What follows belongs to an exercise in optimizing a design on an open flow for small area, a short achievable clock period and few clock cycles per item; a production flow would make more cautious choices. In this exercise RTL edits were held to simulation tests only and were not proved equivalent to the original.

==> flow/design.v (excerpt) <==
module lda_top (
  input  logic                         clk,
  input  logic                         arst_n,
  input  logic                         wb_cyc,
  input  logic                         wb_stb,
  input  logic                         wb_we,
  input  logic [lda_pkg::WB_ADR_W-1:0] wb_adr,
  input  logic [31:0]                  wb_dat_w,
  input  logic [3:0]                   wb_sel,     
  output logic [31:0]                  wb_dat_r,
  output logic                         wb_ack
);
  logic        st_v;
  logic [4:0]  st_x;
  logic [31:0] st_row;
  logic        start;
  logic        go;
  logic        init;
  logic        clr_acc;
  logic        calc_done;
  logic        stall_xx, stall_xy, stall_yy;
  logic [lda_pkg::COUNT_W-1:0]     nb, nb_r;
  logic signed [lda_pkg::UV_W-1:0] u, v, u_r, v_r;
  logic [lda_pkg::SQ_W-1:0]        pxx_r, pyy_r;
  logic signed [lda_pkg::XY_W-1:0] pxy_r;
  lda_wb_regs lda_wb_regs_inst (
    .clk       (clk),
    .arst_n    (arst_n),
    .wb_cyc    (wb_cyc),
    .wb_stb    (wb_stb),
    .wb_we     (wb_we),
    .wb_adr    (wb_adr),
    .wb_dat_w  (wb_dat_w),
    .wb_dat_r  (wb_dat_r),
    .wb_ack    (wb_ack),
    .st_v      (st_v),
    .st_x      (st_x),
    .st_row    (st_row),
    .start     (start),
    .go        (go),
    .init      (init),
    .calc_done (calc_done),
    .stall_xx  (stall_xx),
    .stall_xy  (stall_xy),
    .stall_yy  (stall_yy),
    .nb_r      (nb_r),
    .u_r       (u_r),
    .v_r       (v_r),
    .pxx_r     (pxx_r),
    .pxy_r     (pxy_r),
    .pyy_r     (pyy_r)
  );
  class_accum class_accum_inst (
    .clk     (clk),
    .arst_n  (arst_n),
    .row_v   (st_v),
    .row_x   (st_x),
    .row     (st_row),
    .clr_acc (clr_acc),
  ...
Size: about 4200 cells after synthesis, ~1400 flip-flops, ~80 I/O pins, ~0.045 mm² of cells after synthesis.
Settings: LEC_CHECK=0, ABC_AREA=1, CAP_MARGIN=20, CORE_MARGIN=2, CORE_UTILIZATION=55, CTS_CLUSTER_DIAMETER=50, CTS_CLUSTER_SIZE=30, SETUP_SLACK_MARGIN=2.5, SLEW_MARGIN=20; clock period 6.5 ns.
run.sh (not shown) runs the stock make flow with config.mk's settings and CLKGATE_MAP_FILE= SYNTH_SCRIPT=/design/flow/synth_recipe.tcl, a recipe that flattens the netlist after the stock synthesis.
Testbench counts at the start, summed over its fixed seeds: cycles 3,840, items 80.
Edit:
SETUP_SLACK_MARGIN = 2.75   (was 2.5)
After rerunning:
- via count climbs by 0.40%
- worst setup slack degrades by 0.052 ns
- synthesized cell count is unchanged
- die area stays the same
- cell count barely changes
- final area climbs by 1.7%
- non-clock buffer count climbs by 14
- core utilization climbs by 1.1 points
- area after synthesis is unchanged
- wire length climbs by 1.4%
- clock-buffer cell count does not change
Edit:
CORE_UTILIZATION = 45   (was 55)
SETUP_SLACK_MARGIN = 2.5   (was 2.75)
What happened: Setup slack got worse by 0.0090 ns. Maximum frequency hardly moves. Final cell count rose by 3.6%.
Edit:
CORE_UTILIZATION = 65   (was 45)
SETUP_SLACK_MARGIN = 2.0   (was 2.5)
Global-route usage went up by 9.2 points.
Sequential share of layout area went up by 1.6 points.
Critical path depth went up by 1.
Cell count went down by a little under a tenth.
Worst setup slack got worse by 0.40 ns.

========
Setup of v6:
Starting RTL as in the previous note.
make LEC_CHECK=0 ABC_AREA=1 CAP_MARGIN=20 CORE_MARGIN=2 CORE_UTILIZATION=65 CTS_CLUSTER_DIAMETER=50 CTS_CLUSTER_SIZE=30 SETUP_SLACK_MARGIN=2.5 SLEW_MARGIN=20 finish   # period 6.5 ns
Testbench counts of v6, summed over its fixed seeds: cycles 3,840, items 80.
Input-level comparison between v7 and v6:
Settings: putting GPL_TIMING_DRIVEN at 1 where nothing was set; swapping 65 for 55 in CORE_UTILIZATION.
## What came out
- v7 | status: complete | timing, DRC, antenna: pass
- v6 went all the way through synthesis, placement and routing and the layout is clean on timing, DRC and antenna.
- Sort v7 and v6 by final clock period utilization by the worst path asc -> top: v7
- On setup slack of the most critical reg-to-reg path, v6 loses to v7.
- v7 against v6; non-clock buffer total of the final layout is up by a little under 10%.
- Of v7 and v6, the higher final wirelength belongs to v6.
- On combined flip-flop and latch cell area, v7 and v6 are basically level.
- Diff v6 -> v7: footprint of the multi-input gates now smaller; synthesized cell count comparable.
- Sequential share of layout area of v7 is on par with v6.
- v7 gives more number of inserted filler cells in the final layout than v6 did.
- Summary of the comparison: initial core utilization is lower in v7, relative to v6.

-- afterwards: timing with drivers on the ports --
The flow's constraints put no driver on any port. The routed layouts listed below were extracted and timed again, unchanged, in two steps. Step 1 sets driving cells, clkbuf_16 on the clock port and buf_2 on the other inputs (assumed; they add their load-dependent delay and slew). Step 2, shift: input delay + t, output delay - t, t = (earliest + latest rising clock arrival at the registers) / 2. This alone moves slack from input paths to output paths. Slacks: ideal ports / drivers / drivers and shift; pairs: ideal ports / drivers.
run | t (ns) | slack for setup (ns) | latest minus earliest clock arrival (ns) | worst register clock-pin slew, ns
the first run of note 1 | 0.750 | 2.439 / 2.362 / 2.292 | 0.049 / 0.049 | 0.10 / 0.10
the second run of note 1 | 0.753 | 2.387 / 2.309 / 2.270 | 0.048 / 0.048 | 0.10 / 0.10
the third run of note 1 | 0.766 | 2.378 / 2.309 / 2.309 | 0.070 / 0.070 | 0.10 / 0.10
the fourth run of note 1 | 0.736 | 1.979 / 1.919 / 1.919 | 0.086 / 0.085 | 0.10 / 0.10
v6 | 0.739 | 2.371 / 2.322 / 2.157 | 0.089 / 0.090 | 0.10 / 0.10
v7 | 0.750 | 2.439 / 2.362 / 2.292 | 0.049 / 0.049 | 0.10 / 0.10
After both steps every run listed still meets setup and hold. For v6, which loses most, drivers alone change the setup slack by -0.049 ns; drivers and shift together by -0.214 ns.
